From an optimization exercise on the open Yosys and OpenROAD flow, aimed at small area, a short achievable clock period and few clock cycles per item; shortcuts taken in it are not production practice. Function was not checked in any run shown here: the RTL went through the layout flow alone. Power is estimated from default activity; no workload was simulated.

==> flow/design.v <==
module qpsk_mimo_modulator #(
    parameter int R_W = 16,
    parameter int Y_W = 20
) (
    input  logic              i_clk,
    input  logic              i_reset_n,
    input  logic              i_r_load,
    input  logic [20*R_W-1:0] i_r,
    input  logic              i_bit_vld,
    input  logic              i_bit,
    output logic              o_bit_rdy,
    output logic              o_vld,
    input  logic              i_rdy,
    output logic [8*Y_W-1:0]  o_y_hat,
    output logic              o_busy
);
    logic [9:0][15:0] ra, rb;
    logic [2:0]       p;           
    logic [2:0]       cnt;         
    logic [6:0]       col;         
    logic [7:0]       x;           
    logic             xv;          
    logic             win;         
    logic             fin;         
    logic             vld;
    logic             rdy_n;       
    logic             busy;
    logic             p0_n;        
    logic             p0;
    logic       p7, act, acc, acc8, wr_lo;
    logic [7:3] wr_d;
    logic       xv_n, win_n, vld_n;
    logic [2:0] p_n, cnt_n;
    assign p0    = ~p0_n;
    assign p7    = (p == 3'd7);
    assign act   = (p0 & xv) | win;
    assign acc   = i_bit_vld & ~rdy_n;
    assign acc8  = acc & (cnt == 3'd7);
    assign wr_lo = win & (p == 3'd2) & ~vld;
    always_comb
        for (int d = 3; d < 8; d++) wr_d[d] = win & (p == 3'(d));
    assign p_n   = i_r_load ? 3'd0 : p + 3'd1;
    assign cnt_n = acc ? cnt + 3'd1 : cnt;
    assign xv_n  = acc8 | (xv & ~(win & p7));
    assign win_n = act & ~p7 & ~((p == 3'd2) & vld);
    assign vld_n = fin | (vld & ~i_rdy);
    assign o_bit_rdy = ~rdy_n;
    assign o_vld     = vld;
    assign o_busy    = busy;
    always_ff @(posedge i_clk or negedge i_reset_n) begin
        if (!i_reset_n) begin
            p    <= '0;
            p0_n <= 1'b0;
            cnt  <= '0;
            xv   <= 1'b0;
            win  <= 1'b0;
            fin  <= 1'b0;
            vld  <= 1'b0;
            rdy_n <= 1'b0;
            busy <= 1'b0;
        end else begin
            p    <= p_n;
            p0_n <= (p_n != 3'd0);
            cnt  <= cnt_n;
            xv   <= xv_n;
            win  <= win_n;
            fin  <= win & p7;
            vld  <= vld_n;
            busy <= xv_n | (win & p7) | vld_n;
            rdy_n <= ~((cnt_n != 3'd7) | ~xv_n | (win_n & (p_n == 3'd7)));
        end
    end
    always_ff @(posedge i_clk)
        x <= acc8 ? ({i_bit, col} ^ {8{~p_n[0]}}) : ~x;
    always_ff @(posedge i_clk) begin
        if (i_r_load) begin
            for (int k = 0; k < 10; k++) begin
                ra[k] <= ~(i_r[32*k +: 16] ^ 16'h8000);
                rb[k] <= ~(i_r[32*k+16 +: 16] ^ 16'h8000);
            end
        end else begin
            for (int k = 0; k < 10; k++) begin
                ra[k] <= ~{ra[k][1:0], ra[k][15:2]};
                rb[k] <= ~{rb[k][1:0], rb[k][15:2]};
            end
        end
        if (acc) col <= {i_bit, col[6:1]};
    end
    logic [7:0] g0_u0, g0_u1, g0_ng, g0_si, g0_st, g0_co;
    logic [1:0] g0_dig, g0_dq1, g0_dq2;
    logic [3:0] g0_top;
    logic [19:0] g0_y;
    logic g0_t1, g0_t2, g0_t3, g0_t4, g0_t5, g0_t6, g0_t7, g0_t8, g0_t9, g0_t10, g0_t11, g0_t12, g0_t13, g0_t14, g0_t15, g0_t16, g0_t17, g0_t18, g0_t19, g0_t20, g0_t21, g0_t22, g0_t23, g0_t24, g0_t25, g0_t26, g0_t27, g0_t28, g0_t29, g0_t30, g0_t31, g0_t32;
    logic g0_p1, g0_p2, g0_p3, g0_p4, g0_p5, g0_p6, g0_p7, g0_p8, g0_p9, g0_p10, g0_p11, g0_p12, g0_p13, g0_p14, g0_p15, g0_p16;
    assign g0_u0[0] = ra[0][0] ^ x[0];
    assign g0_u1[0] = ra[0][1] ^ x[0];
    assign g0_ng[0] = ~(x[0]);
    assign g0_u0[1] = rb[0][0] ^ ~x[1];
    assign g0_u1[1] = rb[0][1] ^ ~x[1];
    assign g0_ng[1] = ~(~x[1]);
    assign g0_u0[2] = ra[1][0] ^ x[2];
    assign g0_u1[2] = ra[1][1] ^ x[2];
    assign g0_ng[2] = ~(x[2]);
    assign g0_u0[3] = rb[1][0] ^ ~x[3];
    assign g0_u1[3] = rb[1][1] ^ ~x[3];
    assign g0_ng[3] = ~(~x[3]);
    assign g0_u0[4] = ra[3][0] ^ x[4];
    assign g0_u1[4] = ra[3][1] ^ x[4];
    assign g0_ng[4] = ~(x[4]);
    assign g0_u0[5] = rb[3][0] ^ ~x[5];
    assign g0_u1[5] = rb[3][1] ^ ~x[5];
    assign g0_ng[5] = ~(~x[5]);
    assign g0_u0[6] = ra[6][0] ^ x[6];
    assign g0_u1[6] = ra[6][1] ^ x[6];
    assign g0_ng[6] = ~(x[6]);
    assign g0_u0[7] = rb[6][0] ^ ~x[7];
    assign g0_u1[7] = rb[6][1] ^ ~x[7];
    assign g0_ng[7] = ~(~x[7]);
    assign g0_si = p0 ? g0_ng : g0_st;
    assign g0_dig = {g0_t31, g0_t15};
    assign g0_co = {g0_t32, g0_t30, g0_t28, g0_t26, g0_t24, g0_t22, g0_t20, g0_t18};
    assign g0_top = {g0_p15, g0_p13, g0_p11, g0_p7};
    assign g0_t1 = g0_u0[0] ^ g0_u0[1] ^ g0_u0[2];
    assign g0_t2 = (g0_u0[0] & g0_u0[1]) | (g0_u0[0] & g0_u0[2]) | (g0_u0[1] & g0_u0[2]);
    assign g0_t3 = g0_u0[3] ^ g0_u0[4] ^ g0_u0[5];
    assign g0_t4 = (g0_u0[3] & g0_u0[4]) | (g0_u0[3] & g0_u0[5]) | (g0_u0[4] & g0_u0[5]);
    assign g0_t5 = g0_u0[6] ^ g0_u0[7] ^ g0_si[0];
    assign g0_t6 = (g0_u0[6] & g0_u0[7]) | (g0_u0[6] & g0_si[0]) | (g0_u0[7] & g0_si[0]);
    assign g0_t7 = g0_si[1] ^ g0_si[2] ^ g0_si[3];
    assign g0_t8 = (g0_si[1] & g0_si[2]) | (g0_si[1] & g0_si[3]) | (g0_si[2] & g0_si[3]);
    assign g0_t9 = g0_si[4] ^ g0_si[5] ^ g0_si[6];
    assign g0_t10 = (g0_si[4] & g0_si[5]) | (g0_si[4] & g0_si[6]) | (g0_si[5] & g0_si[6]);
    assign g0_t11 = g0_si[7] ^ g0_t1 ^ g0_t3;
    assign g0_t12 = (g0_si[7] & g0_t1) | (g0_si[7] & g0_t3) | (g0_t1 & g0_t3);
    assign g0_t13 = g0_t5 ^ g0_t7 ^ g0_t9;
    assign g0_t14 = (g0_t5 & g0_t7) | (g0_t5 & g0_t9) | (g0_t7 & g0_t9);
    assign g0_t15 = g0_t11 ^ g0_t13;
    assign g0_t16 = g0_t11 & g0_t13;
    assign g0_t17 = g0_u1[0] ^ g0_u1[1] ^ g0_u1[2];
    assign g0_t18 = (g0_u1[0] & g0_u1[1]) | (g0_u1[0] & g0_u1[2]) | (g0_u1[1] & g0_u1[2]);
    assign g0_t19 = g0_u1[3] ^ g0_u1[4] ^ g0_u1[5];
    assign g0_t20 = (g0_u1[3] & g0_u1[4]) | (g0_u1[3] & g0_u1[5]) | (g0_u1[4] & g0_u1[5]);
    assign g0_t21 = g0_u1[6] ^ g0_u1[7] ^ g0_t2;
    assign g0_t22 = (g0_u1[6] & g0_u1[7]) | (g0_u1[6] & g0_t2) | (g0_u1[7] & g0_t2);
    assign g0_t23 = g0_t4 ^ g0_t6 ^ g0_t8;
    assign g0_t24 = (g0_t4 & g0_t6) | (g0_t4 & g0_t8) | (g0_t6 & g0_t8);
    assign g0_t25 = g0_t10 ^ g0_t17 ^ g0_t19;
    assign g0_t26 = (g0_t10 & g0_t17) | (g0_t10 & g0_t19) | (g0_t17 & g0_t19);
    assign g0_t27 = g0_t12 ^ g0_t14 ^ g0_t21;
    assign g0_t28 = (g0_t12 & g0_t14) | (g0_t12 & g0_t21) | (g0_t14 & g0_t21);
    assign g0_t29 = g0_t23 ^ g0_t25 ^ g0_t16;
    assign g0_t30 = (g0_t23 & g0_t25) | (g0_t23 & g0_t16) | (g0_t25 & g0_t16);
    assign g0_t31 = g0_t27 ^ g0_t29;
    assign g0_t32 = g0_t27 & g0_t29;
    assign g0_p1 = g0_st[0] ^ g0_st[1] ^ g0_st[2];
    assign g0_p2 = (g0_st[0] & g0_st[1]) | (g0_st[0] & g0_st[2]) | (g0_st[1] & g0_st[2]);
    assign g0_p3 = g0_st[3] ^ g0_st[4] ^ g0_st[5];
    assign g0_p4 = (g0_st[3] & g0_st[4]) | (g0_st[3] & g0_st[5]) | (g0_st[4] & g0_st[5]);
    assign g0_p5 = g0_st[6] ^ g0_st[7] ^ g0_p1;
    assign g0_p6 = (g0_st[6] & g0_st[7]) | (g0_st[6] & g0_p1) | (g0_st[7] & g0_p1);
    assign g0_p7 = g0_p3 ^ g0_p5;
    assign g0_p8 = g0_p3 & g0_p5;
    assign g0_p9 = g0_p2 ^ g0_p4 ^ g0_p6;
    assign g0_p10 = (g0_p2 & g0_p4) | (g0_p2 & g0_p6) | (g0_p4 & g0_p6);
    assign g0_p11 = g0_p8 ^ g0_p9;
    assign g0_p12 = g0_p8 & g0_p9;
    assign g0_p13 = 1'b1 ^ g0_p10 ^ g0_p12;
    assign g0_p14 = (1'b1 & g0_p10) | (1'b1 & g0_p12) | (g0_p10 & g0_p12);
    assign g0_p15 = 1'b1 ^ g0_p14;
    assign g0_p16 = 1'b1 & g0_p14;
    always_ff @(posedge i_clk) begin
        g0_st  <= g0_co;
        g0_dq1 <= g0_dig;
        g0_dq2 <= g0_dq1;
        if (wr_lo) g0_y[5:0] <= {g0_dig, g0_dq1, g0_dq2};
        if (wr_d[3]) g0_y[7:6]   <= g0_dig;
        if (wr_d[4]) g0_y[9:8]   <= g0_dig;
        if (wr_d[5]) g0_y[11:10] <= g0_dig;
        if (wr_d[6]) g0_y[13:12] <= g0_dig;
        if (wr_d[7]) g0_y[15:14] <= g0_dig;
        if (fin) g0_y[19:16] <= g0_top;
    end
    assign o_y_hat[0 +: 20] = g0_y;
    logic [7:0] g1_u0, g1_u1, g1_ng, g1_si, g1_st, g1_co;
    logic [1:0] g1_dig, g1_dq1, g1_dq2;
    logic [3:0] g1_top;
    logic [19:0] g1_y;
    logic g1_t1, g1_t2, g1_t3, g1_t4, g1_t5, g1_t6, g1_t7, g1_t8, g1_t9, g1_t10, g1_t11, g1_t12, g1_t13, g1_t14, g1_t15, g1_t16, g1_t17, g1_t18, g1_t19, g1_t20, g1_t21, g1_t22, g1_t23, g1_t24, g1_t25, g1_t26, g1_t27, g1_t28, g1_t29, g1_t30, g1_t31, g1_t32;
    logic g1_p1, g1_p2, g1_p3, g1_p4, g1_p5, g1_p6, g1_p7, g1_p8, g1_p9, g1_p10, g1_p11, g1_p12, g1_p13, g1_p14, g1_p15, g1_p16;
    assign g1_u0[0] = rb[0][0] ^ x[0];
    assign g1_u1[0] = rb[0][1] ^ x[0];
    assign g1_ng[0] = ~(x[0]);
    assign g1_u0[1] = ra[0][0] ^ x[1];
    assign g1_u1[1] = ra[0][1] ^ x[1];
    assign g1_ng[1] = ~(x[1]);
    assign g1_u0[2] = rb[1][0] ^ x[2];
    assign g1_u1[2] = rb[1][1] ^ x[2];
    assign g1_ng[2] = ~(x[2]);
    assign g1_u0[3] = ra[1][0] ^ x[3];
    assign g1_u1[3] = ra[1][1] ^ x[3];
    assign g1_ng[3] = ~(x[3]);
    assign g1_u0[4] = rb[3][0] ^ x[4];
    assign g1_u1[4] = rb[3][1] ^ x[4];
    assign g1_ng[4] = ~(x[4]);
    assign g1_u0[5] = ra[3][0] ^ x[5];
    assign g1_u1[5] = ra[3][1] ^ x[5];
    assign g1_ng[5] = ~(x[5]);
    assign g1_u0[6] = rb[6][0] ^ x[6];
    assign g1_u1[6] = rb[6][1] ^ x[6];
    assign g1_ng[6] = ~(x[6]);
    assign g1_u0[7] = ra[6][0] ^ x[7];
    assign g1_u1[7] = ra[6][1] ^ x[7];
    assign g1_ng[7] = ~(x[7]);
    assign g1_si = p0 ? g1_ng : g1_st;
    assign g1_dig = {g1_t31, g1_t15};
    assign g1_co = {g1_t32, g1_t30, g1_t28, g1_t26, g1_t24, g1_t22, g1_t20, g1_t18};
    assign g1_top = {g1_p15, g1_p13, g1_p11, g1_p7};
    assign g1_t1 = g1_u0[0] ^ g1_u0[1] ^ g1_u0[2];
    assign g1_t2 = (g1_u0[0] & g1_u0[1]) | (g1_u0[0] & g1_u0[2]) | (g1_u0[1] & g1_u0[2]);
    assign g1_t3 = g1_u0[3] ^ g1_u0[4] ^ g1_u0[5];
    assign g1_t4 = (g1_u0[3] & g1_u0[4]) | (g1_u0[3] & g1_u0[5]) | (g1_u0[4] & g1_u0[5]);
    assign g1_t5 = g1_u0[6] ^ g1_u0[7] ^ g1_si[0];
    assign g1_t6 = (g1_u0[6] & g1_u0[7]) | (g1_u0[6] & g1_si[0]) | (g1_u0[7] & g1_si[0]);
    assign g1_t7 = g1_si[1] ^ g1_si[2] ^ g1_si[3];
    assign g1_t8 = (g1_si[1] & g1_si[2]) | (g1_si[1] & g1_si[3]) | (g1_si[2] & g1_si[3]);
    assign g1_t9 = g1_si[4] ^ g1_si[5] ^ g1_si[6];
    assign g1_t10 = (g1_si[4] & g1_si[5]) | (g1_si[4] & g1_si[6]) | (g1_si[5] & g1_si[6]);
    assign g1_t11 = g1_si[7] ^ g1_t1 ^ g1_t3;
    assign g1_t12 = (g1_si[7] & g1_t1) | (g1_si[7] & g1_t3) | (g1_t1 & g1_t3);
    assign g1_t13 = g1_t5 ^ g1_t7 ^ g1_t9;
    assign g1_t14 = (g1_t5 & g1_t7) | (g1_t5 & g1_t9) | (g1_t7 & g1_t9);
    assign g1_t15 = g1_t11 ^ g1_t13;
    assign g1_t16 = g1_t11 & g1_t13;
    assign g1_t17 = g1_u1[0] ^ g1_u1[1] ^ g1_u1[2];
    assign g1_t18 = (g1_u1[0] & g1_u1[1]) | (g1_u1[0] & g1_u1[2]) | (g1_u1[1] & g1_u1[2]);
    assign g1_t19 = g1_u1[3] ^ g1_u1[4] ^ g1_u1[5];
    assign g1_t20 = (g1_u1[3] & g1_u1[4]) | (g1_u1[3] & g1_u1[5]) | (g1_u1[4] & g1_u1[5]);
    assign g1_t21 = g1_u1[6] ^ g1_u1[7] ^ g1_t2;
    assign g1_t22 = (g1_u1[6] & g1_u1[7]) | (g1_u1[6] & g1_t2) | (g1_u1[7] & g1_t2);
    assign g1_t23 = g1_t4 ^ g1_t6 ^ g1_t8;
    assign g1_t24 = (g1_t4 & g1_t6) | (g1_t4 & g1_t8) | (g1_t6 & g1_t8);
    assign g1_t25 = g1_t10 ^ g1_t17 ^ g1_t19;
    assign g1_t26 = (g1_t10 & g1_t17) | (g1_t10 & g1_t19) | (g1_t17 & g1_t19);
    assign g1_t27 = g1_t12 ^ g1_t14 ^ g1_t21;
    assign g1_t28 = (g1_t12 & g1_t14) | (g1_t12 & g1_t21) | (g1_t14 & g1_t21);
    assign g1_t29 = g1_t23 ^ g1_t25 ^ g1_t16;
    assign g1_t30 = (g1_t23 & g1_t25) | (g1_t23 & g1_t16) | (g1_t25 & g1_t16);
    assign g1_t31 = g1_t27 ^ g1_t29;
    assign g1_t32 = g1_t27 & g1_t29;
    assign g1_p1 = g1_st[0] ^ g1_st[1] ^ g1_st[2];
    assign g1_p2 = (g1_st[0] & g1_st[1]) | (g1_st[0] & g1_st[2]) | (g1_st[1] & g1_st[2]);
    assign g1_p3 = g1_st[3] ^ g1_st[4] ^ g1_st[5];
    assign g1_p4 = (g1_st[3] & g1_st[4]) | (g1_st[3] & g1_st[5]) | (g1_st[4] & g1_st[5]);
    assign g1_p5 = g1_st[6] ^ g1_st[7] ^ g1_p1;
    assign g1_p6 = (g1_st[6] & g1_st[7]) | (g1_st[6] & g1_p1) | (g1_st[7] & g1_p1);
    assign g1_p7 = g1_p3 ^ g1_p5;
    assign g1_p8 = g1_p3 & g1_p5;
    assign g1_p9 = g1_p2 ^ g1_p4 ^ g1_p6;
    assign g1_p10 = (g1_p2 & g1_p4) | (g1_p2 & g1_p6) | (g1_p4 & g1_p6);
    assign g1_p11 = g1_p8 ^ g1_p9;
    assign g1_p12 = g1_p8 & g1_p9;
    assign g1_p13 = 1'b1 ^ g1_p10 ^ g1_p12;
    assign g1_p14 = (1'b1 & g1_p10) | (1'b1 & g1_p12) | (g1_p10 & g1_p12);
    assign g1_p15 = 1'b1 ^ g1_p14;
    assign g1_p16 = 1'b1 & g1_p14;
    always_ff @(posedge i_clk) begin
        g1_st  <= g1_co;
        g1_dq1 <= g1_dig;
        g1_dq2 <= g1_dq1;
        if (wr_lo) g1_y[5:0] <= {g1_dig, g1_dq1, g1_dq2};
        if (wr_d[3]) g1_y[7:6]   <= g1_dig;
        if (wr_d[4]) g1_y[9:8]   <= g1_dig;
        if (wr_d[5]) g1_y[11:10] <= g1_dig;
        if (wr_d[6]) g1_y[13:12] <= g1_dig;
        if (wr_d[7]) g1_y[15:14] <= g1_dig;
        if (fin) g1_y[19:16] <= g1_top;
    end
    assign o_y_hat[20 +: 20] = g1_y;
    logic [5:0] g2_u0, g2_u1, g2_ng, g2_si, g2_st, g2_co;
    logic [1:0] g2_dig, g2_dq1, g2_dq2;
    logic [3:0] g2_top;
    logic [19:0] g2_y;
    logic g2_t1, g2_t2, g2_t3, g2_t4, g2_t5, g2_t6, g2_t7, g2_t8, g2_t9, g2_t10, g2_t11, g2_t12, g2_t13, g2_t14, g2_t15, g2_t16, g2_t17, g2_t18, g2_t19, g2_t20, g2_t21, g2_t22, g2_t23, g2_t24;
    logic g2_p1, g2_p2, g2_p3, g2_p4, g2_p5, g2_p6, g2_p7, g2_p8, g2_p9, g2_p10, g2_p11, g2_p12;
    assign g2_u0[0] = ra[2][0] ^ x[2];
    assign g2_u1[0] = ra[2][1] ^ x[2];
    assign g2_ng[0] = ~(x[2]);
    assign g2_u0[1] = rb[2][0] ^ ~x[3];
    assign g2_u1[1] = rb[2][1] ^ ~x[3];
    assign g2_ng[1] = ~(~x[3]);
    assign g2_u0[2] = ra[4][0] ^ x[4];
    assign g2_u1[2] = ra[4][1] ^ x[4];
    assign g2_ng[2] = ~(x[4]);
    assign g2_u0[3] = rb[4][0] ^ ~x[5];
    assign g2_u1[3] = rb[4][1] ^ ~x[5];
    assign g2_ng[3] = ~(~x[5]);
    assign g2_u0[4] = ra[7][0] ^ x[6];
    assign g2_u1[4] = ra[7][1] ^ x[6];
    assign g2_ng[4] = ~(x[6]);
    assign g2_u0[5] = rb[7][0] ^ ~x[7];
    assign g2_u1[5] = rb[7][1] ^ ~x[7];
    assign g2_ng[5] = ~(~x[7]);
    assign g2_si = p0 ? g2_ng : g2_st;
    assign g2_dig = {g2_t23, g2_t11};
    assign g2_co = {g2_t24, g2_t22, g2_t20, g2_t18, g2_t16, g2_t14};
    assign g2_top = {g2_p11, g2_p9, g2_p7, g2_p5};
    assign g2_t1 = g2_u0[0] ^ g2_u0[1] ^ g2_u0[2];
    assign g2_t2 = (g2_u0[0] & g2_u0[1]) | (g2_u0[0] & g2_u0[2]) | (g2_u0[1] & g2_u0[2]);
    assign g2_t3 = g2_u0[3] ^ g2_u0[4] ^ g2_u0[5];
    assign g2_t4 = (g2_u0[3] & g2_u0[4]) | (g2_u0[3] & g2_u0[5]) | (g2_u0[4] & g2_u0[5]);
    assign g2_t5 = g2_si[0] ^ g2_si[1] ^ g2_si[2];
    assign g2_t6 = (g2_si[0] & g2_si[1]) | (g2_si[0] & g2_si[2]) | (g2_si[1] & g2_si[2]);
    assign g2_t7 = g2_si[3] ^ g2_si[4] ^ g2_si[5];
    assign g2_t8 = (g2_si[3] & g2_si[4]) | (g2_si[3] & g2_si[5]) | (g2_si[4] & g2_si[5]);
    assign g2_t9 = g2_t1 ^ g2_t3 ^ g2_t5;
    assign g2_t10 = (g2_t1 & g2_t3) | (g2_t1 & g2_t5) | (g2_t3 & g2_t5);
    assign g2_t11 = g2_t7 ^ g2_t9;
    assign g2_t12 = g2_t7 & g2_t9;
    assign g2_t13 = g2_u1[0] ^ g2_u1[1] ^ g2_u1[2];
    assign g2_t14 = (g2_u1[0] & g2_u1[1]) | (g2_u1[0] & g2_u1[2]) | (g2_u1[1] & g2_u1[2]);
    assign g2_t15 = g2_u1[3] ^ g2_u1[4] ^ g2_u1[5];
    assign g2_t16 = (g2_u1[3] & g2_u1[4]) | (g2_u1[3] & g2_u1[5]) | (g2_u1[4] & g2_u1[5]);
    assign g2_t17 = g2_t2 ^ g2_t4 ^ g2_t6;
    assign g2_t18 = (g2_t2 & g2_t4) | (g2_t2 & g2_t6) | (g2_t4 & g2_t6);
    assign g2_t19 = g2_t8 ^ g2_t13 ^ g2_t15;
    assign g2_t20 = (g2_t8 & g2_t13) | (g2_t8 & g2_t15) | (g2_t13 & g2_t15);
    assign g2_t21 = g2_t10 ^ g2_t17 ^ g2_t19;
    assign g2_t22 = (g2_t10 & g2_t17) | (g2_t10 & g2_t19) | (g2_t17 & g2_t19);
    assign g2_t23 = g2_t12 ^ g2_t21;
    assign g2_t24 = g2_t12 & g2_t21;
    assign g2_p1 = g2_st[0] ^ g2_st[1] ^ g2_st[2];
    assign g2_p2 = (g2_st[0] & g2_st[1]) | (g2_st[0] & g2_st[2]) | (g2_st[1] & g2_st[2]);
    assign g2_p3 = g2_st[3] ^ g2_st[4] ^ g2_st[5];
    assign g2_p4 = (g2_st[3] & g2_st[4]) | (g2_st[3] & g2_st[5]) | (g2_st[4] & g2_st[5]);
    assign g2_p5 = 1'b1 ^ g2_p1 ^ g2_p3;
    assign g2_p6 = (1'b1 & g2_p1) | (1'b1 & g2_p3) | (g2_p1 & g2_p3);
    assign g2_p7 = g2_p2 ^ g2_p4 ^ g2_p6;
    assign g2_p8 = (g2_p2 & g2_p4) | (g2_p2 & g2_p6) | (g2_p4 & g2_p6);
    assign g2_p9 = 1'b1 ^ g2_p8;
    assign g2_p10 = 1'b1 & g2_p8;
    assign g2_p11 = 1'b1 ^ g2_p10;
    assign g2_p12 = 1'b1 & g2_p10;
    always_ff @(posedge i_clk) begin
        g2_st  <= g2_co;
        g2_dq1 <= g2_dig;
        g2_dq2 <= g2_dq1;
        if (wr_lo) g2_y[5:0] <= {g2_dig, g2_dq1, g2_dq2};
        if (wr_d[3]) g2_y[7:6]   <= g2_dig;
        if (wr_d[4]) g2_y[9:8]   <= g2_dig;
        if (wr_d[5]) g2_y[11:10] <= g2_dig;
        if (wr_d[6]) g2_y[13:12] <= g2_dig;
        if (wr_d[7]) g2_y[15:14] <= g2_dig;
        if (fin) g2_y[19:16] <= g2_top;
    end
    assign o_y_hat[40 +: 20] = g2_y;
    logic [5:0] g3_u0, g3_u1, g3_ng, g3_si, g3_st, g3_co;
    logic [1:0] g3_dig, g3_dq1, g3_dq2;
    logic [3:0] g3_top;
    logic [19:0] g3_y;
    logic g3_t1, g3_t2, g3_t3, g3_t4, g3_t5, g3_t6, g3_t7, g3_t8, g3_t9, g3_t10, g3_t11, g3_t12, g3_t13, g3_t14, g3_t15, g3_t16, g3_t17, g3_t18, g3_t19, g3_t20, g3_t21, g3_t22, g3_t23, g3_t24;
    logic g3_p1, g3_p2, g3_p3, g3_p4, g3_p5, g3_p6, g3_p7, g3_p8, g3_p9, g3_p10, g3_p11, g3_p12;
    assign g3_u0[0] = rb[2][0] ^ x[2];
    assign g3_u1[0] = rb[2][1] ^ x[2];
    assign g3_ng[0] = ~(x[2]);
    assign g3_u0[1] = ra[2][0] ^ x[3];
    assign g3_u1[1] = ra[2][1] ^ x[3];
    assign g3_ng[1] = ~(x[3]);
    assign g3_u0[2] = rb[4][0] ^ x[4];
    assign g3_u1[2] = rb[4][1] ^ x[4];
    assign g3_ng[2] = ~(x[4]);
    assign g3_u0[3] = ra[4][0] ^ x[5];
    assign g3_u1[3] = ra[4][1] ^ x[5];
    assign g3_ng[3] = ~(x[5]);
    assign g3_u0[4] = rb[7][0] ^ x[6];
    assign g3_u1[4] = rb[7][1] ^ x[6];
    assign g3_ng[4] = ~(x[6]);
    assign g3_u0[5] = ra[7][0] ^ x[7];
    assign g3_u1[5] = ra[7][1] ^ x[7];
    assign g3_ng[5] = ~(x[7]);
    assign g3_si = p0 ? g3_ng : g3_st;
    assign g3_dig = {g3_t23, g3_t11};
    assign g3_co = {g3_t24, g3_t22, g3_t20, g3_t18, g3_t16, g3_t14};
    assign g3_top = {g3_p11, g3_p9, g3_p7, g3_p5};
    assign g3_t1 = g3_u0[0] ^ g3_u0[1] ^ g3_u0[2];
    assign g3_t2 = (g3_u0[0] & g3_u0[1]) | (g3_u0[0] & g3_u0[2]) | (g3_u0[1] & g3_u0[2]);
    assign g3_t3 = g3_u0[3] ^ g3_u0[4] ^ g3_u0[5];
    assign g3_t4 = (g3_u0[3] & g3_u0[4]) | (g3_u0[3] & g3_u0[5]) | (g3_u0[4] & g3_u0[5]);
    assign g3_t5 = g3_si[0] ^ g3_si[1] ^ g3_si[2];
    assign g3_t6 = (g3_si[0] & g3_si[1]) | (g3_si[0] & g3_si[2]) | (g3_si[1] & g3_si[2]);
    assign g3_t7 = g3_si[3] ^ g3_si[4] ^ g3_si[5];
    assign g3_t8 = (g3_si[3] & g3_si[4]) | (g3_si[3] & g3_si[5]) | (g3_si[4] & g3_si[5]);
    assign g3_t9 = g3_t1 ^ g3_t3 ^ g3_t5;
    assign g3_t10 = (g3_t1 & g3_t3) | (g3_t1 & g3_t5) | (g3_t3 & g3_t5);
    assign g3_t11 = g3_t7 ^ g3_t9;
    assign g3_t12 = g3_t7 & g3_t9;
    assign g3_t13 = g3_u1[0] ^ g3_u1[1] ^ g3_u1[2];
    assign g3_t14 = (g3_u1[0] & g3_u1[1]) | (g3_u1[0] & g3_u1[2]) | (g3_u1[1] & g3_u1[2]);
    assign g3_t15 = g3_u1[3] ^ g3_u1[4] ^ g3_u1[5];
    assign g3_t16 = (g3_u1[3] & g3_u1[4]) | (g3_u1[3] & g3_u1[5]) | (g3_u1[4] & g3_u1[5]);
    assign g3_t17 = g3_t2 ^ g3_t4 ^ g3_t6;
    assign g3_t18 = (g3_t2 & g3_t4) | (g3_t2 & g3_t6) | (g3_t4 & g3_t6);
    assign g3_t19 = g3_t8 ^ g3_t13 ^ g3_t15;
    assign g3_t20 = (g3_t8 & g3_t13) | (g3_t8 & g3_t15) | (g3_t13 & g3_t15);
    assign g3_t21 = g3_t10 ^ g3_t17 ^ g3_t19;
    assign g3_t22 = (g3_t10 & g3_t17) | (g3_t10 & g3_t19) | (g3_t17 & g3_t19);
    assign g3_t23 = g3_t12 ^ g3_t21;
    assign g3_t24 = g3_t12 & g3_t21;
    assign g3_p1 = g3_st[0] ^ g3_st[1] ^ g3_st[2];
    assign g3_p2 = (g3_st[0] & g3_st[1]) | (g3_st[0] & g3_st[2]) | (g3_st[1] & g3_st[2]);
    assign g3_p3 = g3_st[3] ^ g3_st[4] ^ g3_st[5];
    assign g3_p4 = (g3_st[3] & g3_st[4]) | (g3_st[3] & g3_st[5]) | (g3_st[4] & g3_st[5]);
    assign g3_p5 = 1'b1 ^ g3_p1 ^ g3_p3;
    assign g3_p6 = (1'b1 & g3_p1) | (1'b1 & g3_p3) | (g3_p1 & g3_p3);
    assign g3_p7 = g3_p2 ^ g3_p4 ^ g3_p6;
    assign g3_p8 = (g3_p2 & g3_p4) | (g3_p2 & g3_p6) | (g3_p4 & g3_p6);
    assign g3_p9 = 1'b1 ^ g3_p8;
    assign g3_p10 = 1'b1 & g3_p8;
    assign g3_p11 = 1'b1 ^ g3_p10;
    assign g3_p12 = 1'b1 & g3_p10;
    always_ff @(posedge i_clk) begin
        g3_st  <= g3_co;
        g3_dq1 <= g3_dig;
        g3_dq2 <= g3_dq1;
        if (wr_lo) g3_y[5:0] <= {g3_dig, g3_dq1, g3_dq2};
        if (wr_d[3]) g3_y[7:6]   <= g3_dig;
        if (wr_d[4]) g3_y[9:8]   <= g3_dig;
        if (wr_d[5]) g3_y[11:10] <= g3_dig;
        if (wr_d[6]) g3_y[13:12] <= g3_dig;
        if (wr_d[7]) g3_y[15:14] <= g3_dig;
        if (fin) g3_y[19:16] <= g3_top;
    end
    assign o_y_hat[60 +: 20] = g3_y;
    logic [3:0] g4_u0, g4_u1, g4_ng, g4_si, g4_st, g4_co;
    logic [1:0] g4_dig, g4_dq1, g4_dq2;
    logic [3:0] g4_top;
    logic [19:0] g4_y;
    logic g4_t1, g4_t2, g4_t3, g4_t4, g4_t5, g4_t6, g4_t7, g4_t8, g4_t9, g4_t10, g4_t11, g4_t12, g4_t13, g4_t14, g4_t15, g4_t16;
    logic g4_p1, g4_p2, g4_p3, g4_p4, g4_p5, g4_p6, g4_p7, g4_p8, g4_p9, g4_p10;
    assign g4_u0[0] = ra[5][0] ^ x[4];
    assign g4_u1[0] = ra[5][1] ^ x[4];
    assign g4_ng[0] = ~(x[4]);
    assign g4_u0[1] = rb[5][0] ^ ~x[5];
    assign g4_u1[1] = rb[5][1] ^ ~x[5];
    assign g4_ng[1] = ~(~x[5]);
    assign g4_u0[2] = ra[8][0] ^ x[6];
    assign g4_u1[2] = ra[8][1] ^ x[6];
    assign g4_ng[2] = ~(x[6]);
    assign g4_u0[3] = rb[8][0] ^ ~x[7];
    assign g4_u1[3] = rb[8][1] ^ ~x[7];
    assign g4_ng[3] = ~(~x[7]);
    assign g4_si = p0 ? g4_ng : g4_st;
    assign g4_dig = {g4_t15, g4_t7};
    assign g4_co = {g4_t16, g4_t14, g4_t12, g4_t10};
    assign g4_top = {g4_p9, g4_p7, g4_p5, g4_p3};
    assign g4_t1 = g4_u0[0] ^ g4_u0[1] ^ g4_u0[2];
    assign g4_t2 = (g4_u0[0] & g4_u0[1]) | (g4_u0[0] & g4_u0[2]) | (g4_u0[1] & g4_u0[2]);
    assign g4_t3 = g4_u0[3] ^ g4_si[0] ^ g4_si[1];
    assign g4_t4 = (g4_u0[3] & g4_si[0]) | (g4_u0[3] & g4_si[1]) | (g4_si[0] & g4_si[1]);
    assign g4_t5 = g4_si[2] ^ g4_si[3] ^ g4_t1;
    assign g4_t6 = (g4_si[2] & g4_si[3]) | (g4_si[2] & g4_t1) | (g4_si[3] & g4_t1);
    assign g4_t7 = g4_t3 ^ g4_t5;
    assign g4_t8 = g4_t3 & g4_t5;
    assign g4_t9 = g4_u1[0] ^ g4_u1[1] ^ g4_u1[2];
    assign g4_t10 = (g4_u1[0] & g4_u1[1]) | (g4_u1[0] & g4_u1[2]) | (g4_u1[1] & g4_u1[2]);
    assign g4_t11 = g4_u1[3] ^ g4_t2 ^ g4_t4;
    assign g4_t12 = (g4_u1[3] & g4_t2) | (g4_u1[3] & g4_t4) | (g4_t2 & g4_t4);
    assign g4_t13 = g4_t9 ^ g4_t6 ^ g4_t11;
    assign g4_t14 = (g4_t9 & g4_t6) | (g4_t9 & g4_t11) | (g4_t6 & g4_t11);
    assign g4_t15 = g4_t8 ^ g4_t13;
    assign g4_t16 = g4_t8 & g4_t13;
    assign g4_p1 = g4_st[0] ^ g4_st[1] ^ g4_st[2];
    assign g4_p2 = (g4_st[0] & g4_st[1]) | (g4_st[0] & g4_st[2]) | (g4_st[1] & g4_st[2]);
    assign g4_p3 = g4_st[3] ^ g4_p1;
    assign g4_p4 = g4_st[3] & g4_p1;
    assign g4_p5 = 1'b1 ^ g4_p2 ^ g4_p4;
    assign g4_p6 = (1'b1 & g4_p2) | (1'b1 & g4_p4) | (g4_p2 & g4_p4);
    assign g4_p7 = 1'b1 ^ g4_p6;
    assign g4_p8 = 1'b1 & g4_p6;
    assign g4_p9 = 1'b1 ^ g4_p8;
    assign g4_p10 = 1'b1 & g4_p8;
    always_ff @(posedge i_clk) begin
        g4_st  <= g4_co;
        g4_dq1 <= g4_dig;
        g4_dq2 <= g4_dq1;
        if (wr_lo) g4_y[5:0] <= {g4_dig, g4_dq1, g4_dq2};
        if (wr_d[3]) g4_y[7:6]   <= g4_dig;
        if (wr_d[4]) g4_y[9:8]   <= g4_dig;
        if (wr_d[5]) g4_y[11:10] <= g4_dig;
        if (wr_d[6]) g4_y[13:12] <= g4_dig;
        if (wr_d[7]) g4_y[15:14] <= g4_dig;
        if (fin) g4_y[19:16] <= g4_top;
    end
    assign o_y_hat[80 +: 20] = g4_y;
    logic [3:0] g5_u0, g5_u1, g5_ng, g5_si, g5_st, g5_co;
    logic [1:0] g5_dig, g5_dq1, g5_dq2;
    logic [3:0] g5_top;
    logic [19:0] g5_y;
    logic g5_t1, g5_t2, g5_t3, g5_t4, g5_t5, g5_t6, g5_t7, g5_t8, g5_t9, g5_t10, g5_t11, g5_t12, g5_t13, g5_t14, g5_t15, g5_t16;
    logic g5_p1, g5_p2, g5_p3, g5_p4, g5_p5, g5_p6, g5_p7, g5_p8, g5_p9, g5_p10;
    assign g5_u0[0] = rb[5][0] ^ x[4];
    assign g5_u1[0] = rb[5][1] ^ x[4];
    assign g5_ng[0] = ~(x[4]);
    assign g5_u0[1] = ra[5][0] ^ x[5];
    assign g5_u1[1] = ra[5][1] ^ x[5];
    assign g5_ng[1] = ~(x[5]);
    assign g5_u0[2] = rb[8][0] ^ x[6];
    assign g5_u1[2] = rb[8][1] ^ x[6];
    assign g5_ng[2] = ~(x[6]);
    assign g5_u0[3] = ra[8][0] ^ x[7];
    assign g5_u1[3] = ra[8][1] ^ x[7];
    assign g5_ng[3] = ~(x[7]);
    assign g5_si = p0 ? g5_ng : g5_st;
    assign g5_dig = {g5_t15, g5_t7};
    assign g5_co = {g5_t16, g5_t14, g5_t12, g5_t10};
    assign g5_top = {g5_p9, g5_p7, g5_p5, g5_p3};
    assign g5_t1 = g5_u0[0] ^ g5_u0[1] ^ g5_u0[2];
    assign g5_t2 = (g5_u0[0] & g5_u0[1]) | (g5_u0[0] & g5_u0[2]) | (g5_u0[1] & g5_u0[2]);
    assign g5_t3 = g5_u0[3] ^ g5_si[0] ^ g5_si[1];
    assign g5_t4 = (g5_u0[3] & g5_si[0]) | (g5_u0[3] & g5_si[1]) | (g5_si[0] & g5_si[1]);
    assign g5_t5 = g5_si[2] ^ g5_si[3] ^ g5_t1;
    assign g5_t6 = (g5_si[2] & g5_si[3]) | (g5_si[2] & g5_t1) | (g5_si[3] & g5_t1);
    assign g5_t7 = g5_t3 ^ g5_t5;
    assign g5_t8 = g5_t3 & g5_t5;
    assign g5_t9 = g5_u1[0] ^ g5_u1[1] ^ g5_u1[2];
    assign g5_t10 = (g5_u1[0] & g5_u1[1]) | (g5_u1[0] & g5_u1[2]) | (g5_u1[1] & g5_u1[2]);
    assign g5_t11 = g5_u1[3] ^ g5_t2 ^ g5_t4;
    assign g5_t12 = (g5_u1[3] & g5_t2) | (g5_u1[3] & g5_t4) | (g5_t2 & g5_t4);
    assign g5_t13 = g5_t9 ^ g5_t6 ^ g5_t11;
    assign g5_t14 = (g5_t9 & g5_t6) | (g5_t9 & g5_t11) | (g5_t6 & g5_t11);
    assign g5_t15 = g5_t8 ^ g5_t13;
    assign g5_t16 = g5_t8 & g5_t13;
    assign g5_p1 = g5_st[0] ^ g5_st[1] ^ g5_st[2];
    assign g5_p2 = (g5_st[0] & g5_st[1]) | (g5_st[0] & g5_st[2]) | (g5_st[1] & g5_st[2]);
    assign g5_p3 = g5_st[3] ^ g5_p1;
    assign g5_p4 = g5_st[3] & g5_p1;
    assign g5_p5 = 1'b1 ^ g5_p2 ^ g5_p4;
    assign g5_p6 = (1'b1 & g5_p2) | (1'b1 & g5_p4) | (g5_p2 & g5_p4);
    assign g5_p7 = 1'b1 ^ g5_p6;
    assign g5_p8 = 1'b1 & g5_p6;
    assign g5_p9 = 1'b1 ^ g5_p8;
    assign g5_p10 = 1'b1 & g5_p8;
    always_ff @(posedge i_clk) begin
        g5_st  <= g5_co;
        g5_dq1 <= g5_dig;
        g5_dq2 <= g5_dq1;
        if (wr_lo) g5_y[5:0] <= {g5_dig, g5_dq1, g5_dq2};
        if (wr_d[3]) g5_y[7:6]   <= g5_dig;
        if (wr_d[4]) g5_y[9:8]   <= g5_dig;
        if (wr_d[5]) g5_y[11:10] <= g5_dig;
        if (wr_d[6]) g5_y[13:12] <= g5_dig;
        if (wr_d[7]) g5_y[15:14] <= g5_dig;
        if (fin) g5_y[19:16] <= g5_top;
    end
    assign o_y_hat[100 +: 20] = g5_y;
    logic [1:0] g6_u0, g6_u1, g6_ng, g6_si, g6_st, g6_co;
    logic [1:0] g6_dig, g6_dq1, g6_dq2;
    logic [3:0] g6_top;
    logic [19:0] g6_y;
    logic g6_t1, g6_t2, g6_t3, g6_t4, g6_t5, g6_t6, g6_t7, g6_t8;
    logic g6_p1, g6_p2, g6_p3, g6_p4, g6_p5, g6_p6, g6_p7, g6_p8;
    assign g6_u0[0] = ra[9][0] ^ x[6];
    assign g6_u1[0] = ra[9][1] ^ x[6];
    assign g6_ng[0] = ~(x[6]);
    assign g6_u0[1] = rb[9][0] ^ ~x[7];
    assign g6_u1[1] = rb[9][1] ^ ~x[7];
    assign g6_ng[1] = ~(~x[7]);
    assign g6_si = p0 ? g6_ng : g6_st;
    assign g6_dig = {g6_t7, g6_t3};
    assign g6_co = {g6_t8, g6_t6};
    assign g6_top = {g6_p7, g6_p5, g6_p3, g6_p1};
    assign g6_t1 = g6_u0[0] ^ g6_u0[1] ^ g6_si[0];
    assign g6_t2 = (g6_u0[0] & g6_u0[1]) | (g6_u0[0] & g6_si[0]) | (g6_u0[1] & g6_si[0]);
    assign g6_t3 = g6_si[1] ^ g6_t1;
    assign g6_t4 = g6_si[1] & g6_t1;
    assign g6_t5 = g6_u1[0] ^ g6_u1[1] ^ g6_t2;
    assign g6_t6 = (g6_u1[0] & g6_u1[1]) | (g6_u1[0] & g6_t2) | (g6_u1[1] & g6_t2);
    assign g6_t7 = g6_t4 ^ g6_t5;
    assign g6_t8 = g6_t4 & g6_t5;
    assign g6_p1 = g6_st[0] ^ g6_st[1] ^ 1'b1;
    assign g6_p2 = (g6_st[0] & g6_st[1]) | (g6_st[0] & 1'b1) | (g6_st[1] & 1'b1);
    assign g6_p3 = 1'b1 ^ g6_p2;
    assign g6_p4 = 1'b1 & g6_p2;
    assign g6_p5 = 1'b1 ^ g6_p4;
    assign g6_p6 = 1'b1 & g6_p4;
    assign g6_p7 = 1'b1 ^ g6_p6;
    assign g6_p8 = 1'b1 & g6_p6;
    always_ff @(posedge i_clk) begin
        g6_st  <= g6_co;
        g6_dq1 <= g6_dig;
        g6_dq2 <= g6_dq1;
        if (wr_lo) g6_y[5:0] <= {g6_dig, g6_dq1, g6_dq2};
        if (wr_d[3]) g6_y[7:6]   <= g6_dig;
        if (wr_d[4]) g6_y[9:8]   <= g6_dig;
        if (wr_d[5]) g6_y[11:10] <= g6_dig;
        if (wr_d[6]) g6_y[13:12] <= g6_dig;
        if (wr_d[7]) g6_y[15:14] <= g6_dig;
        if (fin) g6_y[19:16] <= g6_top;
    end
    assign o_y_hat[120 +: 20] = g6_y;
    logic [1:0] g7_u0, g7_u1, g7_ng, g7_si, g7_st, g7_co;
    logic [1:0] g7_dig, g7_dq1, g7_dq2;
    logic [3:0] g7_top;
    logic [19:0] g7_y;
    logic g7_t1, g7_t2, g7_t3, g7_t4, g7_t5, g7_t6, g7_t7, g7_t8;
    logic g7_p1, g7_p2, g7_p3, g7_p4, g7_p5, g7_p6, g7_p7, g7_p8;
    assign g7_u0[0] = rb[9][0] ^ x[6];
    assign g7_u1[0] = rb[9][1] ^ x[6];
    assign g7_ng[0] = ~(x[6]);
    assign g7_u0[1] = ra[9][0] ^ x[7];
    assign g7_u1[1] = ra[9][1] ^ x[7];
    assign g7_ng[1] = ~(x[7]);
    assign g7_si = p0 ? g7_ng : g7_st;
    assign g7_dig = {g7_t7, g7_t3};
    assign g7_co = {g7_t8, g7_t6};
    assign g7_top = {g7_p7, g7_p5, g7_p3, g7_p1};
    assign g7_t1 = g7_u0[0] ^ g7_u0[1] ^ g7_si[0];
    assign g7_t2 = (g7_u0[0] & g7_u0[1]) | (g7_u0[0] & g7_si[0]) | (g7_u0[1] & g7_si[0]);
    assign g7_t3 = g7_si[1] ^ g7_t1;
    assign g7_t4 = g7_si[1] & g7_t1;
    assign g7_t5 = g7_u1[0] ^ g7_u1[1] ^ g7_t2;
    assign g7_t6 = (g7_u1[0] & g7_u1[1]) | (g7_u1[0] & g7_t2) | (g7_u1[1] & g7_t2);
    assign g7_t7 = g7_t4 ^ g7_t5;
    assign g7_t8 = g7_t4 & g7_t5;
    assign g7_p1 = g7_st[0] ^ g7_st[1] ^ 1'b1;
    assign g7_p2 = (g7_st[0] & g7_st[1]) | (g7_st[0] & 1'b1) | (g7_st[1] & 1'b1);
    assign g7_p3 = 1'b1 ^ g7_p2;
    assign g7_p4 = 1'b1 & g7_p2;
    assign g7_p5 = 1'b1 ^ g7_p4;
    assign g7_p6 = 1'b1 & g7_p4;
    assign g7_p7 = 1'b1 ^ g7_p6;
    assign g7_p8 = 1'b1 & g7_p6;
    always_ff @(posedge i_clk) begin
        g7_st  <= g7_co;
        g7_dq1 <= g7_dig;
        g7_dq2 <= g7_dq1;
        if (wr_lo) g7_y[5:0] <= {g7_dig, g7_dq1, g7_dq2};
        if (wr_d[3]) g7_y[7:6]   <= g7_dig;
        if (wr_d[4]) g7_y[9:8]   <= g7_dig;
        if (wr_d[5]) g7_y[11:10] <= g7_dig;
        if (wr_d[6]) g7_y[13:12] <= g7_dig;
        if (wr_d[7]) g7_y[15:14] <= g7_dig;
        if (fin) g7_y[19:16] <= g7_top;
    end
    assign o_y_hat[140 +: 20] = g7_y;
endmodule
==> flow/flow/run.sh <==
#!/bin/bash
# Standard ORFS layout (the standard.sh) with two changes to how it is built:
#  - ports are buffered with buf_1 cells instead of the resizer's default pick
#  - timing repair aims for 8.5 ns of setup slack beyond the SDC's (the SDC is unchanged)
export BUFFER_PORTS_ARGS="-buffer_cell sky130_fd_sc_hd__buf_1"
export SETUP_SLACK_MARGIN=8.5
bash standard.sh > standard.log 2>&1
==> flow/standard.sh <==
#!/bin/bash
# synth_recipe.tcl (not shown) runs the flow's synth.tcl, then flattens the netlist and writes it again
# the make line also repeats each setting of config.mk as NAME=value (left out here)
make -C /OpenROAD-flow-scripts/flow DESIGN_CONFIG=/design/flow/config.mk WORK_HOME=/design/flow/orfs CLKGATE_MAP_FILE= SYNTH_SCRIPT=/design/flow/synth_recipe.tcl "${@:-finish}"
==> flow/config.mk <==
export PLATFORM = sky130hd
export DESIGN_NAME = qpsk_mimo_modulator
export DESIGN_NICKNAME = qpsk_mimo_modulator
export VERILOG_FILES = /design/flow/design.v
export SDC_FILE = /design/flow/constraint.sdc
export NUM_CORES = 4
export LEC_CHECK = 0
export CAP_MARGIN = 50
export CORE_MARGIN = 2
export CORE_UTILIZATION = 60
export CTS_BUF_LIST = sky130_fd_sc_hd__clkbuf_16
export CTS_CLUSTER_DIAMETER = 100
export CTS_CLUSTER_SIZE = 25
export SLEW_MARGIN = 60
==> flow/constraint.sdc <==
create_clock -name core_clock -period 12.0 [get_ports {i_clk}]
set_input_delay 2.4000 -clock core_clock [delete_from_list [all_inputs] [get_ports {i_clk}]]
set_output_delay 2.4000 -clock core_clock [all_outputs]
set_load 0.01 [all_outputs]
==> reports/summary.txt, run 1 <==
Yosys cell types: 34
crit path launch: g2_y[18]
P_int: 5.07 mW
Yosys top cell area share: 39.0%
fin. max-slew vios: 0
via count: 11500
global-route wire length before repair: 65000 um
Adder-Cell Fraction of Synth Area: 10.1%
DP HPWL: 32000 um
unrepaired setup endpoints after global routing: yes
Detail Route Antenna Nets: 0
Mapped Nets: 1836
Initial Utilization: 61.1%
NetSw: 2.91 mW
min-delay src: g3_dq1[0]
clock network power share: 12.1%
post-synthesis mux area share: 15.2%
flops & latches, synth: 572
Total Wirelength: 43300 um
Die Ht: 189 um
Synth Cell Area: 0.0205 mm2
sequential share of power: 43.5%
Cell Area, Placed: 0.0228 mm2
critical path startpoint category: flop
Worst Clk Skew: 0.0288 ns
count of hold-fix buffers inserted at cts: 0
Worst Path Arrival: 1.24 ns
GRT Residual Overflow: 0
simple-gate area share of the yosys netlist: 1.31%
minimum clock period: 3.64 ns
cells after synthesis: 1392
clock slew seen by the registers of the worst setup and hold paths: 0.10 ns
clock latency (worst-skew pair): 0.58 ns
Layout Nets: 2316
Clock Path Buffers: 3
routed len/inst: 18.5 um
slowest CP cell: edfxtp_1
DRC viols: 0
Leak: 10.6 nW
family with the most delay on the worst path: flip-flops
max_cap viols: 0
Rel. slew slack: 66.9%
post-synth top area cell: dfxtp_1
root buffer cell: clkbuf_16
CP Capture Type: output port
Die W: 189 um
RR Startpoint: p0_n
critical path fanouts, max: 2
Core Rows: 67
pin count of the biggest net entering global routing: 49
worst path cell trace: buf_1
peak supply drop: 0.000513 V
GP Congestion: 0.804
Pre-antenna DRT Iters: 5
Final setup viols: 0
combinational family with the most area after synthesis: multiplexers
Area Overhead vs Synth: 17.8%
post-synthesis compound-gate area fraction: 1.72%
setup TNS: 0 ns
initial antenna violation count: 1
Core ar.: 0.0336 mm2
CTS tree: done
Switching Fraction: 36.4%
layout cells sized above 1: 10.3%
Hold Fails Final Rpt: 0
Via density: 4.93
Worst Path Class, Setup: reg2out
I/O pins: 489
Mapped Avg Cell Area: 14.8 um2
Die ar.: 0.0357 mm2
Peak Freq: 275 MHz
Ys Warns: 1
CP Data Required Time: 9.60 ns
PwrDens: 330 mW/mm2
Initial DRC Count: 556
Setup WS post-layout: 8.36 ns
outcome: finished clean
Comb pwr share: 44.4%
Tightest Pin Transition: 0.496 ns
CTS H-tree depth: 1
clk sink count: 572
Total Routing Usage GR: 23.8%
I/O Buffers: 488
pre-CTS setup slack: 6.96 ns
Seq/Total Area, Yosys: 63.8%
final instance area: 0.0242 mm2
CP max stage delay: 0.51 ns
HP Class: reg2reg
XOR/XNOR share of the synthesized area: 3.80%
vias in the first global route: 11600
TritonCTS Buffers: 26
Tcrit/Tclk final: 30.4%
main area contributors after synthesis: dfxtp_1, edfxtp_1, mux2i_1
worst path buffer plus inverter count: 1
[timing repair]
| item | 4_1_cts | 5_1_grt |
|---|---|---|
| endpoints found under the setup margin | 262 | 159 |
| resized for setup | 60 | 89 |
| buffers inserted | 2 | 5 |
| cloned | 10 | 2 |
| pin swaps | 0 | 4 |
[final cells by class]
class                   count  area [um2]
flip-flops and latches    572       13100
fillers                  2452        9430
multi-input cells         637        6670
repair buffers            519        2660
clock buffers              27         676
well taps                 448         561
inverters                 116         435
clock inverters            15        57.6
diodes                      1        2.50
[metrics by stage]
step	total power, mW	util [%]	hold WS [ns]	instances
finish	7.97	71.9	0.344	2335
CTS	7.80	71.2	0.339	2327
global route	8.60	71.9	0.348	2335
detailed placement	6.76	67.7	0.333	2273
global placement	6.65	67.4	0.328	2269
floorplan	5.49	-	0.327	1392
[logic make-up after synthesis]
| logic type | after synthesis |
|---|---|
| DFF | 572 |
| muxes | 312 |
| buffers and inverters | 183 |
| adders and majority gates | 118 |
| xor gates and xnor gates | 89 |
| AOI/OAI and AO/OA | 60 |
| and+or+nand+nor | 58 |
[registers in the layout, indices dropped and copies added (netlist names), 4 cells and up]
register,flops
g0_y,20
col,7
ra,160
g5_st,4
g3_y,19
g1_y,20
x,8
g2_y,19
g3_st,6
g2_st,6
g1_st,8
g7_y,18
g6_y,18
rb,160
g4_st,4
g0_st,8
g5_y,19
g4_y,19
[power groups by stage]
stage | registers, mW | clock network (mW) | logic [mW]
after global routing | 3.51 | 1.06 | 4.04
after global placement | 3.50 | 0 | 3.15
final | 3.47 | 0.966 | 3.54
after detailed placement | 3.51 | 0 | 3.25
after floorplan | 3.45 | 0 | 2.04
after CTS | 3.47 | 0.992 | 3.34
[routing by layer]
metal  vias to the layer above  global-route usage (%)  routed length [um]
met4                         0                    5.26                 900
met2                       388                    40.9               21200
met5                         -                       0                   0
met1                      5474                    30.7               17800
met3                        51                    5.91                3340
li1                       5606                       -                   -
[placed cells by master (no fill, tap or decap), types with 3 or more instances in the layout]
| cell | instances |
|---|---|
| nor2_1 | 6 |
| clkbuf_2 | 72 |
| buf_6 | 14 |
| dfxtp_2 | 4 |
| clkbuf_16 | 29 |
| ha_1 | 36 |
| dfrtp_1 | 11 |
| buf_1 | 376 |
| nand2_1 | 33 |
| a21oi_1 | 19 |
| a21o_1 | 13 |
| o21ai_1 | 10 |
| bufbuf_16 | 7 |
| inv_1 | 129 |
| o21ai_0 | 13 |
| dfxtp_1 | 395 |
| buf_2 | 30 |
| edfxtp_1 | 159 |
| buf_16 | 7 |
| nand2b_1 | 4 |
| and3_2 | 3 |
| xnor2_1 | 32 |
| mux2i_1 | 310 |
| buf_4 | 8 |
| fa_1 | 80 |
| xor2_1 | 57 |
[synthesized netlist by cell type, drive strengths merged]
master / instances
a2111oi: 1
and2: 1
dfrtp: 13
mux2: 2
nand3b: 2
a31oi: 1
clkbuf: 10
fa: 80
ha: 38
o21ai: 23
nor2: 9
dfxtp: 400
a221oi: 1
xnor2: 32
a21oi: 19
nor3b: 1
nand2: 33
a21boi: 2
and3: 3
mux2i: 310
xor2: 57
buf: 57
nand2b: 4
a21o: 13
edfxtp: 159
nor4: 1
inv: 116
nor2b: 4
[path summary, 6_finish.rpt]
| path | slack (ns) | cells past startpoint | to |
|---|---|---|---|
| min reg2reg | 0.34 | 0 | g3_dq2[0] |
| max | 8.36 | 1 | o_y_hat[58] |
| min in group asynchronous | 1.71 | 1 | cnt[2] |
| max reg2reg | 8.58 | 10 | g1_y[5] |
| max in group asynchronous | 10.00 | 1 | fin |
| min | 0.34 | 0 | g3_dq2[0] |
==> run 2: changes to the inputs <==
--- a/flow/config.mk
+++ b/flow/config.mk
@@ -10,5 +10,5 @@
 export CORE_UTILIZATION = 60
 export CTS_BUF_LIST = sky130_fd_sc_hd__clkbuf_16
 export CTS_CLUSTER_DIAMETER = 100
-export CTS_CLUSTER_SIZE = 25
+export CTS_CLUSTER_SIZE = 20
 export SLEW_MARGIN = 60
==> run 2 against run 1 <==
Global-route usage is 0.89 points higher. Sequential power hardly changed. Die area stayed put. Sequential share of layout area is 0.46 points lower. Register-to-register slack better by 0.04 ns. Cell area is 0.85% higher. Worst setup slack better by 0.032 ns. Final cell count is 0.56% higher. Largest cell class unchanged. Largest power group unchanged.
==> reports/summary.txt, run 2 <==
outcome: finished clean
fin. max-slew vios: 0 (unchanged)
pin count of the biggest net entering global routing: 49 (unchanged)
Rel. slew slack: 66.5% (-0.39 points)
Detail Route Antenna Nets: 0 (unchanged)
sequential share of power: 42.6% (-0.9 points)
Synth async-reset ratio: 2.27% (unchanged)
most frequent cells in the layout: buf_1, dfxtp_1, mux2i_1
worst path cell trace: buf_1
Comb pwr share: 43.3% (-1.1 points)
I/O pins: 489 (unchanged)
Synth top cells by count: dfxtp_1, mux2i_1, edfxtp_1, inv_1, fa_1
Setup WS post-layout: 8.39 ns (+0.0320 ns)
RR Startpoint: p0_n
GRT Residual Overflow: 0 (unchanged)
r2r endpoint: g0_y[5]
setup TNS: 0 ns (unchanged)
NetSw: 2.94 mW (+1.3%)
Synth Cell Area: 0.0205 mm2 (unchanged)
Initial DRC Count: 428 (-23%)
TritonCTS Buffers: 34 (+31%)
DRC viols: 0 (unchanged)
global-route wire length before repair: 66900 um (+2.8%)
peak supply drop: 0.000508 V (-0.81%)
Clock Path Buffers: 3 (unchanged)
Top Registers: ra (160), rb (160)
combinational family with the most area after synthesis: multiplexers
Main synth FF type: dfxtp_1
Initial Utilization: 61.1% (unchanged)
minimum clock period: 3.61 ns (-0.0320 ns)
family with the most delay on the worst path: flip-flops
I/O Buffers: 488 (unchanged)
initial antenna violation count: 1 (unchanged)
unrepaired setup endpoints after global routing: yes
Core Rows: 67 (unchanged)
simple-gate area share of the yosys netlist: 1.31% (unchanged)
critical path fanouts, max: 2 (unchanged)
post-synthesis mux area share: 15.2% (unchanged)
Switching Fraction: 36.1% (-0.32 points)
min-delay src: g3_dq1[1]
P_int: 5.20 mW (+2.7%)
Worst Path Arrival: 1.21 ns (-0.03 ns)
cells after synthesis: 1392 (unchanged)
Ys Warns: 1 (unchanged)
main area contributors after synthesis: dfxtp_1, edfxtp_1, mux2i_1
post-synth top area cell: dfxtp_1
layout cells sized above 1: 6.90% (-3.4 points)
Total Routing Usage GR: 24.7% (+0.89 points)
Tightest Pin Transition: 0.503 ns (+0.00650 ns)
Hold Path Depth: 0 (unchanged)
CTS H-tree depth: 2 (+1)
Peak Freq: 277 MHz (+0.89%)
Mapped Nets: 1836 (unchanged)
flops & latches, synth: 572 (unchanged)
critical path startpoint category: flop
worst path buffer plus inverter count: 1 (unchanged)
Die Ht: 189 um (unchanged)
Area Overhead vs Synth: 18.8%
Mapped Avg Cell Area: 14.8 um2 (unchanged)
PwrDens: 334 mW/mm2 (+1.3%)
R2R depth: 9 (-1)
Die ar.: 0.0357 mm2 (unchanged)
Yosys cell types: 34 (unchanged)
slowest CP cell: edfxtp_1
Endpoint, Worst Hold: g3_dq2[1]
cell count after placement: 2273 (unchanged)
fill count: 2438 (-0.57%)
Die W: 189 um (unchanged)
Worst Clk Skew: 0.0199 ns (-0.00887 ns)
Yosys top cell area share: 39.0% (unchanged)
vias in the first global route: 11800 (+1.9%)
Hold Fails Final Rpt: 0 (unchanged)
Total Wirelength: 44400 um (+2.6%)
Final setup viols: 0 (unchanged)
clk sink count: 572 (unchanged)
clock slew seen by the registers of the worst setup and hold paths: 0.09 ns (about the same)
Adder-Cell Fraction of Synth Area: 10.1% (unchanged)
Tcrit/Tclk final: 30.1% (-0.27 points)
Worst Path Class, Setup: reg2out
Via density: 4.97 (+0.83%)
CP max stage delay: 0.51 ns (about the same)
via count: 11700 (+1.4%)
post-synthesis compound-gate area fraction: 1.72% (unchanged)
DP HPWL: 32000 um (unchanged)
final std cells w/o fill: 2348 (+0.56%)
Pre-antenna DRT Iters: 4 (-1)
Seq/Total Area, Yosys: 63.8% (unchanged)
Layout Nets: 2324 (+0.35%)
GP Congestion: 0.804 (unchanged)
Core ar.: 0.0336 mm2 (unchanged)
CP Capture Type: output port
CTS tree: done
clock network power share: 14.2% (+2.1 points)
hold_ws: 0.350 ns (+0.00582 ns)
root buffer cell: clkbuf_16
CP Data Required Time: 9.60 ns (about the same)
clock latency (worst-skew pair): 0.53 ns (-0.05 ns)
R2R setup slack: 8.62 ns (+0.04 ns)
leading cell type in the layout, fill and taps excluded: buf_1
EDFF count, synth: 159 (unchanged)
routed len/inst: 18.9 um (+2.0%)
Leak: 10.5 nW (-0.45%)
XOR/XNOR share of the synthesized area: 3.80% (unchanged)
Finished Core Util: 72.6% (+0.61 points)
most numerous cell in the Yosys netlist: dfxtp_1
pre-CTS setup slack: 6.96 ns (unchanged)
max_cap viols: 0 (unchanged)
HP Class: reg2reg
## run 2: cell counts after synthesis
Identical to the previous run, type by type.
## run 2: logic make-up (layout without fill, tap and decap cells)
group | count (synthesis) | in the layout
compound gates | 60 | 60
xor+xnor | 89 | 89
simple gates | 58 | 58
buf+inv | 183 | 690
flops | 572 | 572
fa+ha+maj | 118 | 118
other cells | 0 | 1
mux | 312 | 312
## run 2: how the worst max path moves through the flow
stage / start / slack (ns) / cells past startpoint / to
finish: g2_y[18] / 8.39 / 1 / o_y_hat[58]
global route: g2_y[18] / 8.35 / 1 / o_y_hat[59]
CTS: g2_y[18] / 8.37 / 1 / o_y_hat[58]
detailed placement: i_r_load / 6.96 / 7 / rb[133]
global placement: i_r_load / 6.73 / 5 / rdy_n
floorplan: i_bit_vld / 8.59 / 4 / rdy_n
## run 2: stage by stage
stage          power, mW  cell area [um2]
3_5_place_dp        6.76            22800
4_1_cts             8.02            24200
3_3_place_gp        6.65            22600
6_report            8.15            24400
2_1_floorplan       5.49            20500
5_1_grt             8.81            24400
## run 2: final cells by class
| class | instances | area [um2] | share of cell area [%] |
|---|---|---|---|
| clock inverter | 18 | 72.6 | 0.298 |
| multi-input combinational | 637 | 6670 | 27.3 |
| timing repair buffer | 519 | 2610 | 10.7 |
| tap | 448 | 561 | 2.30 |
| clock buffer | 37 | 926 | 3.80 |
| inverter | 116 | 435 | 1.79 |
| sequential | 572 | 13100 | 53.8 |
| antenna | 1 | 2.50 | 0.0103 |
## run 2: power groups by stage
stage | combinational, mW | clock [mW] | sequential, mW
floorplan | 2.04 | 0 | 3.45
global placement | 3.15 | 0 | 3.50
detailed placement | 3.25 | 0 | 3.51
CTS | 3.36 | 1.18 | 3.47
global route | 4.04 | 1.25 | 3.51
finish | 3.52 | 1.15 | 3.47
## run 2: what timing repair did
action,in CTS,in global routing
setup buffers,2,2
hold buffers,0,0
gates resized for setup,31,39
endpoints found under the setup margin,205,97
pin swaps,0,2
hold endpoints to repair,0,0
cloned,12,3
## run 2: layer usage
layer | up-vias | part of all wire (%) | track usage (%)
met1 | 5610 | 41 | 31.9
met3 | 52 | 7.6 | 6.21
li1 | 5615 | - | -
met4 | 0 | 2.0 | 6.01
met2 | 402 | 49 | 42.0
met5 | - | 0 | 0
==> run 3: changes to the inputs <==
--- a/flow/config.mk
+++ b/flow/config.mk
@@ -7,8 +7,8 @@
 export LEC_CHECK = 0
 export CAP_MARGIN = 50
 export CORE_MARGIN = 2
-export CORE_UTILIZATION = 60
+export CORE_UTILIZATION = 70
 export CTS_BUF_LIST = sky130_fd_sc_hd__clkbuf_16
 export CTS_CLUSTER_DIAMETER = 100
-export CTS_CLUSTER_SIZE = 20
+export CTS_CLUSTER_SIZE = 25
 export SLEW_MARGIN = 60
==> run 3 against run 2 <==
Still clean on timing, DRC and antenna. Clock-buffer cell count down 10. Sequential share of layout area up 0.93 points. Critical path depth unchanged. Routed wire length up 4.8%. Power up 0.60%. Final cell count down 3.6%. Clock power down 15%. Worst setup slack worse by 0.050 ns. First-iteration DRC count up 66%. Synthesized cell count unchanged. Largest cell class unchanged.
==> reports/summary.txt, run 3 <==
clk sink count: 572 (unchanged)
fin. max-slew vios: 0 (unchanged)
R2R depth: 10 (+1)
post-synth top area cell: dfxtp_1
max_cap viols: 0 (unchanged)
Leak: 10.5 nW (about the same)
via count: 12100 (+3.7%)
count of hold-fix buffers inserted at cts: 0 (unchanged)
Core ar.: 0.0288 mm2 (-14%)
setup TNS: 0 ns (unchanged)
Worst path depth: 1 (unchanged)
Worst Path Arrival: 1.26 ns (+0.05 ns)
Final setup viols: 0 (unchanged)
RR Startpoint: p0_n
slowest CP cell: edfxtp_1
Tcrit/Tclk final: 30.5% (+0.42 points)
most frequent cells in the layout: dfxtp_1, buf_1, mux2i_1
Synth async-reset ratio: 2.27% (unchanged)
Worst Clk Skew: 0.0175 ns (-0.00242 ns)
Initial Utilization: 71.4% (+10 points)
global-route wire length before repair: 68800 um (+2.9%)
Hold Fails Final Rpt: 0 (unchanged)
TritonCTS Buffers: 26 (-24%)
Die Ht: 175 um (-7.3%)
Total Routing Usage GR: 29.5% (+4.8 points)
GRT Residual Overflow: 0 (unchanged)
Peak Freq: 273 MHz (-1.4%)
Clock Path Buffers: 3 (unchanged)
Setup WS post-layout: 8.34 ns (-0.0500 ns)
Yosys top cell area share: 39.0% (unchanged)
Finished Core Util: 83.3% (+11 points)
Area Overhead vs Synth: 16.7%
Die ar.: 0.0307 mm2 (-14%)
Rel. slew slack: 61.3% (-5.1 points)
unrepaired setup endpoints after global routing: yes
r2r endpoint: g1_y[11]
Mapped Nets: 1836 (unchanged)
Critical Path End: o_y_hat[59]
Seq/Total Area, Yosys: 63.8% (unchanged)
flops & latches, synth: 572 (unchanged)
HP Class: reg2reg
root buffer cell: clkbuf_16
Core Rows: 62 (-7.5%)
layout cells sized above 1: 11.0% (+4.1 points)
worst path buffer plus inverter count: 1 (unchanged)
Top Registers: ra (160), rb (160)
Initial DRC Count: 711 (+66%)
pin count of the biggest net entering global routing: 54 (+10%)
Die W: 175 um (-7.3%)
Worst Path Class, Setup: reg2out
outcome: finished clean
PwrDens: 342 mW/mm2 (+2.3%)
CP max stage delay: 0.52 ns (about the same)
DP HPWL: 32700 um (+2.3%)
min-delay src: g7_dq1[0]
R2R setup slack: 8.57 ns (-0.05 ns)
DRC viols: 0 (unchanged)
peak supply drop: 0.000480 V (-5.6%)
ANT cells: 0 (-1)
EDFF count, synth: 159 (unchanged)
Mapped Avg Cell Area: 14.8 um2 (unchanged)
routed len/inst: 20.5 um (+8.7%)
GP Congestion: 0.814 (+1.2%)
critical path startpoint category: flop
I/O Buffers: 488 (unchanged)
leading cell type in the layout, fill and taps excluded: dfxtp_1
Pre-antenna DRT Iters: 5 (+1)
Ys Warns: 1 (unchanged)
most numerous cell in the Yosys netlist: dfxtp_1
Detail Route Antenna Nets: 0 (unchanged)
Synth Cell Area: 0.0205 mm2 (unchanged)
-- run 3: worst min path at each step --
stage	to	slack, ns
2_1_floorplan	g0_dq2[0]	0.33
5_1_grt	g4_dq2[0]	0.37
3_5_place_dp	g1_dq2[1]	0.34
6_report	g7_dq2[0]	0.36
4_1_cts	g0_dq2[0]	0.36
3_3_place_gp	g6_dq2[1]	0.33
-- run 3: cell families (layout without fill, tap and decap cells) --
group / count (synthesis) / count (layout) / synth area share (%)
compound gates: 60 / 60 / 1.72
xor+xnor: 89 / 89 / 3.80
fa+ha+maj: 118 / 118 / 10.1
buf+inv: 183 / 671 / 4.01
flops: 572 / 572 / 63.8
mux: 312 / 312 / 15.2
simple gates: 58 / 58 / 1.31
-- run 3: routing by layer --
| layer | share of wire, % | global-route usage, % | vias to the layer above |
|---|---|---|---|
| li1 | - | - | 5604 |
| met1 | 39 | 36.5 | 5877 |
| met2 | 51 | 52.4 | 530 |
| met3 | 6.6 | 5.82 | 96 |
| met4 | 3.7 | 9.72 | 2 |
| met5 | 0.028 | 0 | - |
-- run 3: final cells by class --
class	count	area [um2]
repair buffers	514	2520
multi-input cells	637	6690
well taps	384	480
inverters	116	435
clock buffers	27	676
flip-flops and latches	572	13100
clock inverters	14	53.8
fillers	1603	4800
-- run 3: stage by stage --
step           cells  total power [mW]  area, um2
4_1_cts         2256              8.01      23700
6_report        2264              8.19      24000
3_5_place_dp    2209              6.78      22700
3_3_place_gp    2205              6.56      22600
2_1_floorplan   1392              5.49      20500
5_1_grt         2264              8.69      24000
-- run 3: report_power, final --
part           internal [mW]  total [mW]  switching [mW]  leakage [nW]
clock                  0.408       0.978           0.570         0.406
combinational           1.44        3.73            2.29          5.16
sequential              3.27        3.49           0.221          4.97
-- run 3: timing repair --
action	4_1_cts	5_1_grt
resized for setup	58	114
buffers inserted	3	5
setup endpoints to repair	235	202
pin swaps	0	7
cloned	3	3

[afterwards: timing with drivers on the ports]
The results above use ideal ports. As a check the final layouts listed here were re-extracted and re-timed, cells and wires unchanged.
Step 1, drivers: a clkbuf_16 drives i_clk and a buf_2 each remaining input, both assumed.
Step 2, shift: input delay + t, output delay - t, t = (earliest + latest rising clock arrival at the registers) / 2. This alone moves slack from input paths to output paths.
Three values: ideal ports, drivers, drivers and shift; two values: the first two.
run | t (ns) | slack for setup (ns)
run 1 | 0.615 | 8.358 / 8.304 / 7.867
run 2 | 0.577 | 8.390 / 8.336 / 7.909
run 3 | 0.617 | 8.340 / 8.288 / 7.966
After both steps every run listed still meets setup and hold.
